Context: an optimization exercise on an open-source flow, tuned for small area, a short achievable clock period and few clock cycles. The choices shown serve that exercise and are no tape-out recipe. At most, simulation tests tie the RTL to the original design; equivalence was not proved.

==> inputs of job 9146 <==
==> flow/design.v <==
`timescale 1ns / 1ps
`default_nettype none
package itap_pkg;
  localparam int VALUE_W     = 64;
  localparam int FUNC_W      = 3;
  localparam int WIDTH_W     = 6;
  localparam int PREC_W      = 7;
  localparam int CH_W        = 8;
  localparam int IN_TDATA_W  = 88;
  localparam int IN_TUSER_W  = 4;
  localparam int OUT_TDATA_W = 8;
  localparam int DEF_MAX_FIELD  = 62;
  localparam int DEF_VALUE_BITS = 64;
  typedef enum logic [FUNC_W-1:0] {
    FN_SDEC = 3'd0,
    FN_UDEC = 3'd1,
    FN_HEXL = 3'd2,
    FN_HEXU = 3'd3,
    FN_PTR  = 3'd4
  } itap_func_e;
  localparam logic [CH_W-1:0] CH_SPACE   = 8'h20;
  localparam logic [CH_W-1:0] CH_PLUS    = 8'h2b;
  localparam logic [CH_W-1:0] CH_MINUS   = 8'h2d;
  localparam logic [CH_W-1:0] CH_ZERO    = 8'h30;
  localparam logic [CH_W-1:0] CH_X       = 8'h78;
  localparam logic [CH_W-1:0] CH_LOWER_A = 8'h61;
  localparam logic [CH_W-1:0] CH_UPPER_A = 8'h41;
  typedef struct packed {
    logic clear;
    logic shift;
  } itap_row_ctrl_t;
endpackage
`default_nettype wire
`timescale 1ns / 1ps
`default_nettype none
module itap_bcd_cell (
  input  logic       en_i,
  input  logic [3:0] d_i,
  output logic [3:0] d_o
);
  assign d_o = (en_i && (d_i >= 4'd5)) ? (d_i + 4'd3) : d_i;
endmodule
`default_nettype wire
`timescale 1ns / 1ps
`default_nettype none
module itap_bcd_row #(
  parameter int NDIG = 20,
  parameter int W    = (NDIG - 1) * 4 + 1
) (
  input  logic         dec_i,
  input  logic [W-1:0] acc_i,
  input  logic [3:0]   nib_i,
  output logic [W-1:0] acc_o
);
  logic [NDIG*4-1:0] lay [5];
  assign lay[0] = (NDIG*4)'(acc_i);
  for (genvar l = 0; l < 4; l++) begin : g_layer
    logic [NDIG*4-1:0] adj;
    for (genvar j = 0; j < NDIG; j++) begin : g_dig
      itap_bcd_cell u_cell (
        .en_i (dec_i),
        .d_i  (lay[l][j*4 +: 4]),
        .d_o  (adj[j*4 +: 4])
      );
    end
    assign lay[l+1] = (NDIG*4)'({adj[W-2:0], nib_i[3-l]});
  end
  assign acc_o = lay[4][W-1:0];
endmodule
`default_nettype wire
`timescale 1ns / 1ps
`default_nettype none
import itap_pkg::*;
module integer_to_padded_ascii #(
  parameter int MAX_FIELD  = itap_pkg::DEF_MAX_FIELD,
  parameter int VALUE_BITS = itap_pkg::DEF_VALUE_BITS
) (
  input  logic                             clk_i,
  input  logic                             rst_ni,
  input  logic                             s_axis_tvalid,
  output logic                             s_axis_tready,
  input  logic [itap_pkg::IN_TDATA_W-1:0]  s_axis_tdata,
  input  logic [itap_pkg::IN_TUSER_W-1:0]  s_axis_tuser,
  output logic                             m_axis_tvalid,
  input  logic                             m_axis_tready,
  output logic [itap_pkg::OUT_TDATA_W-1:0] m_axis_tdata,
  output logic                             m_axis_tlast
);
  localparam int NDIG  = 20;
  localparam int ACC_W = (NDIG - 1) * 4 + 1;
  logic [63:0] v;
  logic [2:0]  fn;
  logic        wide_in, isdec_in, ishex_in, sgn_in, neg_in;
  assign v        = s_axis_tdata[63:0];
  assign fn       = s_axis_tuser[2:0];
  assign wide_in  = s_axis_tuser[3] || (fn == 3'd4);
  assign isdec_in = (fn == 3'd0) || (fn == 3'd1);
  assign ishex_in = (fn == 3'd2) || (fn == 3'd3) || (fn == 3'd4);
  assign sgn_in   = wide_in ? v[63] : v[31];
  assign neg_in   = (fn == 3'd0) && sgn_in;
  logic [15:0] nz, nf, fp, fneg;
  always_comb begin
    for (int g = 0; g < 16; g++) begin
      nz[g] = |v[g*4 +: 4];
      nf[g] = ~&v[g*4 +: 4];
    end
    for (int g = 0; g < 16; g++) begin
      fp[g] = nz[g] && ((g < 8) || wide_in);
    end
    fneg[0] = 1'b0;
    for (int g = 1; g < 16; g++) begin
      fneg[g] = ((g < 8) || wide_in) &&
                (nf[g-1] || (((g == 15) || (g == 7 && !wide_in)) && nf[g]));
    end
  end
  logic [3:0] hp_in, hn_in, lz_in;
  always_comb begin
    hp_in = 4'd0;
    hn_in = 4'd0;
    for (int g = 0; g < 16; g++) begin
      if (fp[g])   hp_in = 4'(g);
      if (fneg[g]) hn_in = 4'(g);
    end
    lz_in = 4'd0;
    for (int g = 15; g >= 0; g--) begin
      if (nz[g]) lz_in = 4'(g);
    end
  end
  typedef enum logic [1:0] {Q_IDLE, Q_FETCH, Q_FDONE, Q_UNDEF} q_state_e;
  q_state_e   q_st, q_st_n;
  logic       q_neg, q_isdec, q_first, q_first_n, qs, qs_n;
  logic [3:0] q_hp, q_hn, q_lz, q_g, q_g_n;
  logic       tready_q, tready_n, accept;
  logic       f_valid, f_valid_n, f_first, f_last;
  logic [3:0] f_nib;
  logic       f_first_n_w;
  logic [3:0] idx, nib, mag;
  logic       fetch, consume, c_start;
  assign accept = tready_q && s_axis_tvalid;
  assign idx    = q_first ? (q_neg ? q_hn : q_hp) : q_g;
  assign nib    = v[idx*4 +: 4];
  assign mag    = q_neg ? (~nib + 4'((idx <= q_lz) ? 1 : 0)) : nib;
  assign fetch  = (q_st == Q_FETCH) && (!f_valid || consume);
  assign f_first_n_w = fetch ? q_first : f_first;
  typedef enum logic [1:0] {C_IDLE, C_RUN, C_SIZE, C_DONE} c_state_e;
  c_state_e          c_st, c_st_n;
  logic [ACC_W-1:0]  acc, acc_in, acc_nx;
  logic              c_isdec;
  logic [4:0]        c_ndm1;
  logic              handoff;
  logic [5:0]        s_wc, s_pc;
  logic              s_pnone, s_zero, s_neg, s_plus, s_upper;
  logic [1:0]        s_pre;
  assign c_start = f_valid && f_first && ((c_st == C_IDLE) || handoff);
  assign consume = c_start || (c_st == C_RUN);
  assign acc_in  = c_start ? '0 : acc;
  itap_bcd_row #(
    .NDIG (NDIG)
  ) u_row (
    .dec_i (c_start ? q_isdec : c_isdec),
    .acc_i (acc_in),
    .nib_i (f_nib),
    .acc_o (acc_nx)
  );
  logic [4:0] ndm1_nx;
  always_comb begin
    ndm1_nx = 5'd0;
    for (int j = 0; j < NDIG; j++) begin
      if (j < NDIG - 1) begin
        if (acc[j*4 +: 4] != 4'd0) ndm1_nx = 5'(j);
      end else begin
        if (acc[ACC_W-1]) ndm1_nx = 5'(j);
      end
    end
  end
  logic [ACC_W-1:0] e_buf;
  logic             e_busy, e_isdec, e_upper, e_neg, e_plus;
  logic [5:0]       e_pos, e_am1;
  logic [4:0]       e_ndm1;
  logic [1:0]       e_pre;
  logic             o_valid, o_last;
  logic [7:0]       o_ch;
  logic             adv, e_take, emit;
  assign adv     = !o_valid || m_axis_tready;
  assign e_take  = !e_busy || (adv && (e_pos == 6'd0));
  assign handoff = (c_st == C_DONE) && e_take;
  assign emit    = e_busy && adv;
  logic [6:0] lm1, mm1, zm1, tm1, am1;
  logic [6:0] wc7, pc7;
  always_comb begin
    wc7 = {1'b0, s_wc};
    pc7 = {1'b0, s_pc};
    lm1 = 7'(c_ndm1) + 7'(s_pre);
    if (c_isdec) begin
      mm1 = wc7;
      if (s_zero && s_pnone) zm1 = wc7;
      else                   zm1 = (pc7 < wc7) ? pc7 : wc7;
    end else begin
      mm1 = (pc7 > wc7) ? pc7 : wc7;
      if (s_pnone) zm1 = s_zero ? 7'd64 : 7'd0;
      else         zm1 = pc7 + 7'(s_pre);
    end
    tm1 = (mm1 > lm1 + 7'd1) ? mm1 - 7'd1 : lm1;
    am1 = (zm1 > lm1 + 7'd1) ? zm1 - 7'd1 : lm1;
  end
  logic       sp, pfx, zr;
  logic [3:0] dval;
  logic [7:0] dch, ch;
  logic [3:0] ebd [NDIG];
  always_comb begin
    for (int j = 0; j < NDIG - 1; j++) ebd[j] = e_buf[j*4 +: 4];
    ebd[NDIG-1] = {3'b000, e_buf[ACC_W-1]};
  end
  assign dval = ebd[e_pos[4:0]];
  assign sp   = e_pos > e_am1;
  assign pfx  = e_pre != 2'd0;
  assign zr   = e_pos > {1'b0, e_ndm1};
  assign dch  = (e_isdec || dval < 4'd10) ? {4'h3, dval} :
                {(e_upper ? 4'h4 : 4'h6), dval - 4'd9};
  always_comb begin
    if (sp)               ch = CH_SPACE;
    else if (pfx) begin
      if (e_isdec)        ch = e_neg ? CH_MINUS : (e_plus ? CH_PLUS : CH_SPACE);
      else                ch = e_pre[1] ? CH_ZERO : CH_X;
    end
    else if (zr)          ch = CH_ZERO;
    else                  ch = dch;
  end
  always_comb begin
    q_st_n    = q_st;
    q_g_n     = q_g;
    q_first_n = q_first;
    qs_n      = qs;
    f_valid_n = f_valid;
    if (consume) f_valid_n = 1'b0;
    if (fetch) begin
      f_valid_n = 1'b1;
      q_first_n = 1'b0;
      q_g_n     = idx - 4'd1;
      if (idx == 4'd0) q_st_n = Q_FDONE;
    end
    if (c_start) qs_n = 1'b1;
    case (q_st)
      Q_IDLE: begin
        if (s_axis_tvalid) begin
          q_first_n = 1'b1;
          if (isdec_in || ishex_in) q_st_n = Q_FETCH;
          else                      q_st_n = Q_UNDEF;
        end
      end
      default: ;
    endcase
    if (accept) begin
      q_st_n = Q_IDLE;
      qs_n   = 1'b0;
    end
    tready_n = (q_st_n == Q_UNDEF) ||
               (((q_st_n == Q_FDONE) || ((q_st_n == Q_FETCH) && !q_first_n && (q_g_n == 4'd0))) &&
                (qs_n || (f_valid_n && f_first_n_w && (c_st_n == C_IDLE))));
  end
  always_comb begin
    c_st_n = c_st;
    case (c_st)
      C_RUN:  if (f_last) c_st_n = C_SIZE;
      C_SIZE: c_st_n = C_DONE;
      C_DONE: if (handoff) c_st_n = C_IDLE;
      default: ;
    endcase
    if (c_start) c_st_n = f_last ? C_SIZE : C_RUN;
  end
  always_ff @(posedge clk_i or negedge rst_ni) begin
    if (!rst_ni) begin
      q_st     <= Q_IDLE;
      q_first  <= 1'b0;
      qs       <= 1'b0;
      tready_q <= 1'b0;
      f_valid  <= 1'b0;
      c_st     <= C_IDLE;
      e_busy   <= 1'b0;
      o_valid  <= 1'b0;
    end else begin
      q_st     <= q_st_n;
      q_first  <= q_first_n;
      qs       <= qs_n;
      tready_q <= tready_n;
      f_valid  <= f_valid_n;
      c_st     <= c_st_n;
      if (adv) o_valid <= e_busy;
      if (emit && (e_pos == 6'd0)) e_busy <= 1'b0;
      if (handoff) e_busy <= 1'b1;
    end
  end
  always_ff @(posedge clk_i) begin
    if ((q_st == Q_IDLE) && s_axis_tvalid) begin
      q_neg   <= neg_in;
      q_isdec <= isdec_in;
      q_hp    <= hp_in;
      q_hn    <= hn_in;
      q_lz    <= lz_in;
    end
    q_g <= q_g_n;
    if (fetch) begin
      f_nib   <= mag;
      f_first <= q_first;
      f_last  <= (idx == 4'd0);
    end
    if (consume) acc <= acc_nx;
    if (c_start) begin
      c_isdec <= q_isdec;
      s_neg   <= q_neg;
      s_plus  <= s_axis_tdata[64];
      s_zero  <= s_axis_tdata[66];
      s_upper <= (fn == 3'd3);
      s_wc    <= (s_axis_tdata[73:68] == 6'd63) ? 6'd62 : s_axis_tdata[73:68];
      s_pnone <= (s_axis_tdata[80:74] == 7'h7f);
      s_pc    <= s_axis_tdata[80] ? 6'd0 :
                 ((s_axis_tdata[79:74] == 6'd63) ? 6'd62 : s_axis_tdata[79:74]);
      if (isdec_in) s_pre <= {1'b0, q_neg || s_axis_tdata[64] || s_axis_tdata[65]};
      else          s_pre <= (s_axis_tdata[67] || (fn == 3'd4)) ? 2'd2 : 2'd0;
    end
    if (c_st == C_SIZE) c_ndm1 <= ndm1_nx;
    if (emit && pfx && !sp) e_pre <= e_pre - 2'd1;
    if (emit) e_pos <= e_pos - 6'd1;
    if (handoff) begin
      e_buf   <= acc;
      e_pos   <= tm1[5:0];
      e_am1   <= am1[5:0];
      e_ndm1  <= c_ndm1;
      e_pre   <= s_pre;
      e_isdec <= c_isdec;
      e_upper <= s_upper;
      e_neg   <= s_neg;
      e_plus  <= s_plus;
    end
    if (adv && e_busy) begin
      o_ch   <= ch;
      o_last <= (e_pos == 6'd0);
    end
  end
  assign s_axis_tready = tready_q;
  assign m_axis_tvalid = o_valid;
  assign m_axis_tdata  = o_ch;
  assign m_axis_tlast  = o_last;
endmodule
`default_nettype wire
==> flow/run.sh <==
#!/bin/bash
# synth_recipe.tcl (not shown) runs the flow's synth.tcl, then flattens the netlist and writes it again
# the make line also repeats each setting of config.mk as NAME=value (left out here)
make -C /OpenROAD-flow-scripts/flow DESIGN_CONFIG=/design/flow/config.mk WORK_HOME=/design/flow/orfs CLKGATE_MAP_FILE= SYNTH_SCRIPT=/design/flow/synth_recipe.tcl finish
==> flow/config.mk <==
export PLATFORM = sky130hd
export DESIGN_NAME = integer_to_padded_ascii
export DESIGN_NICKNAME = integer_to_padded_ascii
export VERILOG_FILES = /design/flow/design.v
export SDC_FILE = /design/flow/constraint.sdc
export NUM_CORES = 4
export LEC_CHECK = 0
export CAP_MARGIN = 20
export CORE_MARGIN = 2
export CORE_UTILIZATION = 40
export SLEW_MARGIN = 20
==> flow/constraint.sdc <==
create_clock -name core_clock -period 8.0 [get_ports {clk_i}]
set_input_delay 1.6000 -clock core_clock [delete_from_list [all_inputs] [get_ports {clk_i}]]
set_output_delay 1.6000 -clock core_clock [all_outputs]
set_load 0.01 [all_outputs]
==> job 9800 (differences from job 9146) <==
--- a/flow/design.v
+++ b/flow/design.v
@@ -35,9 +35,11 @@
 `default_nettype none
 module itap_bcd_cell (
-  input  logic       en_i,
   input  logic [3:0] d_i,
   output logic [3:0] d_o
 );
-  assign d_o = (en_i && (d_i >= 4'd5)) ? (d_i + 4'd3) : d_i;
+  assign d_o[3] = d_i[3] | (d_i[2] & (d_i[1] | d_i[0]));
+  assign d_o[2] = (d_i[2] & ~d_i[1] & ~d_i[0]) | (d_i[3] & d_i[0]);
+  assign d_o[1] = d_i[3] ? ~d_i[0] : (d_i[1] & (~d_i[2] | d_i[0]));
+  assign d_o[0] = d_i[3] ? ~d_i[0] : (d_i[2] ? (d_i[1] & ~d_i[0]) : d_i[0]);
 endmodule
 `default_nettype wire
@@ -48,5 +50,4 @@
   parameter int W    = (NDIG - 1) * 4 + 1
 ) (
-  input  logic         dec_i,
   input  logic [W-1:0] acc_i,
   input  logic [3:0]   nib_i,
@@ -59,7 +60,6 @@
     for (genvar j = 0; j < NDIG; j++) begin : g_dig
       itap_bcd_cell u_cell (
-        .en_i (dec_i),
-        .d_i  (lay[l][j*4 +: 4]),
-        .d_o  (adj[j*4 +: 4])
+        .d_i (lay[l][j*4 +: 4]),
+        .d_o (adj[j*4 +: 4])
       );
     end
@@ -145,5 +145,5 @@
   typedef enum logic [1:0] {C_IDLE, C_RUN, C_SIZE, C_DONE} c_state_e;
   c_state_e          c_st, c_st_n;
-  logic [ACC_W-1:0]  acc, acc_in, acc_nx;
+  logic [ACC_W-1:0]  acc, acc_dd, acc_nx;
   logic              c_isdec;
   logic [4:0]        c_ndm1;
@@ -154,13 +154,22 @@
   assign c_start = f_valid && f_first && ((c_st == C_IDLE) || handoff);
   assign consume = c_start || (c_st == C_RUN);
-  assign acc_in  = c_start ? '0 : acc;
   itap_bcd_row #(
     .NDIG (NDIG)
   ) u_row (
-    .dec_i (c_start ? q_isdec : c_isdec),
-    .acc_i (acc_in),
+    .acc_i (acc),
     .nib_i (f_nib),
-    .acc_o (acc_nx)
+    .acc_o (acc_dd)
   );
+  always_comb begin
+    if (c_start) begin
+      acc_nx = '0;
+      if (q_isdec && (f_nib >= 4'd10)) acc_nx[7:0] = {4'd1, f_nib - 4'd10};
+      else                             acc_nx[3:0] = f_nib;
+    end else if (c_isdec) begin
+      acc_nx = acc_dd;
+    end else begin
+      acc_nx = {acc[ACC_W-5:0], f_nib};
+    end
+  end
   logic [4:0] ndm1_nx;
   always_comb begin
- ABC_AREA: not set -> 1
==> impl_results.md <==
- Starting density of the core: 0.4061
- Non-filler cells, final: 3,296
- Met2 wire len: 30,330 um
- Post-synthesis xor/xnor area fraction: 0.05179
- Status: complete, no violations
- Required @ worst endpoint: 8330 ps
- CTS Buf Count: 29
- Die ar.: 0.05686 mm2
- R2R Setup Slk: 1450 ps
- N_taps: 696
# the run above: job 9146

==> impl_results.md <==
- Status: complete, no violations
- R2R Setup Slk: 4390 ps
- N_taps: 600
- CTS Buf Count: 28
- Starting density of the core: 0.4069
- Met2 wire len: 22,730 um
- Fin area: 0.02112 mm2
- Vias in the first global route: 16,310
- Die ar.: 0.04810 mm2
- Non-filler cells, final: 3,360
- GR Util met2: 0.3372
- Required @ worst endpoint: 8420 ps
# the run above: job 9800

Testbench counts of job 9146, summed over its fixed seeds: cycles 14,023.
The RTL of job 9800 was laid out without a check of its function.

[what the ideal ports hide]
In the flow no input, the clock included, has a driving cell. The finished layouts below were timed again as built, in two steps.
Step 1 (the two cells are an assumption about what drives the block):
set clk [get_ports {clk_i}]
set_driving_cell -lib_cell sky130_fd_sc_hd__clkbuf_16 $clk
set_driving_cell -lib_cell sky130_fd_sc_hd__buf_2 [delete_from_list [all_inputs] $clk]
Step 2 times the ports against the registers' clock, not the clock port: input delays grow and output delays shrink by t, the midpoint of the rising clock arrivals with the driver on.
Three values: no drivers, after step 1, after step 2; two values: the first two.
run	t (ns)	setup WS [ns]	clock arrival spread, ns	worst data-port slew with drivers (ns)
job 9146	0.638	1.441 / 1.449 / 0.835	0.013 / 0.012	0.06
job 9800	0.593	3.714 / 3.741 / 3.149	0.017 / 0.017	0.05
After both steps setup and hold are still met in every run listed. For job 9146, which loses most, drivers alone change the setup slack by +0.008 ns; drivers and shift together by -0.606 ns.
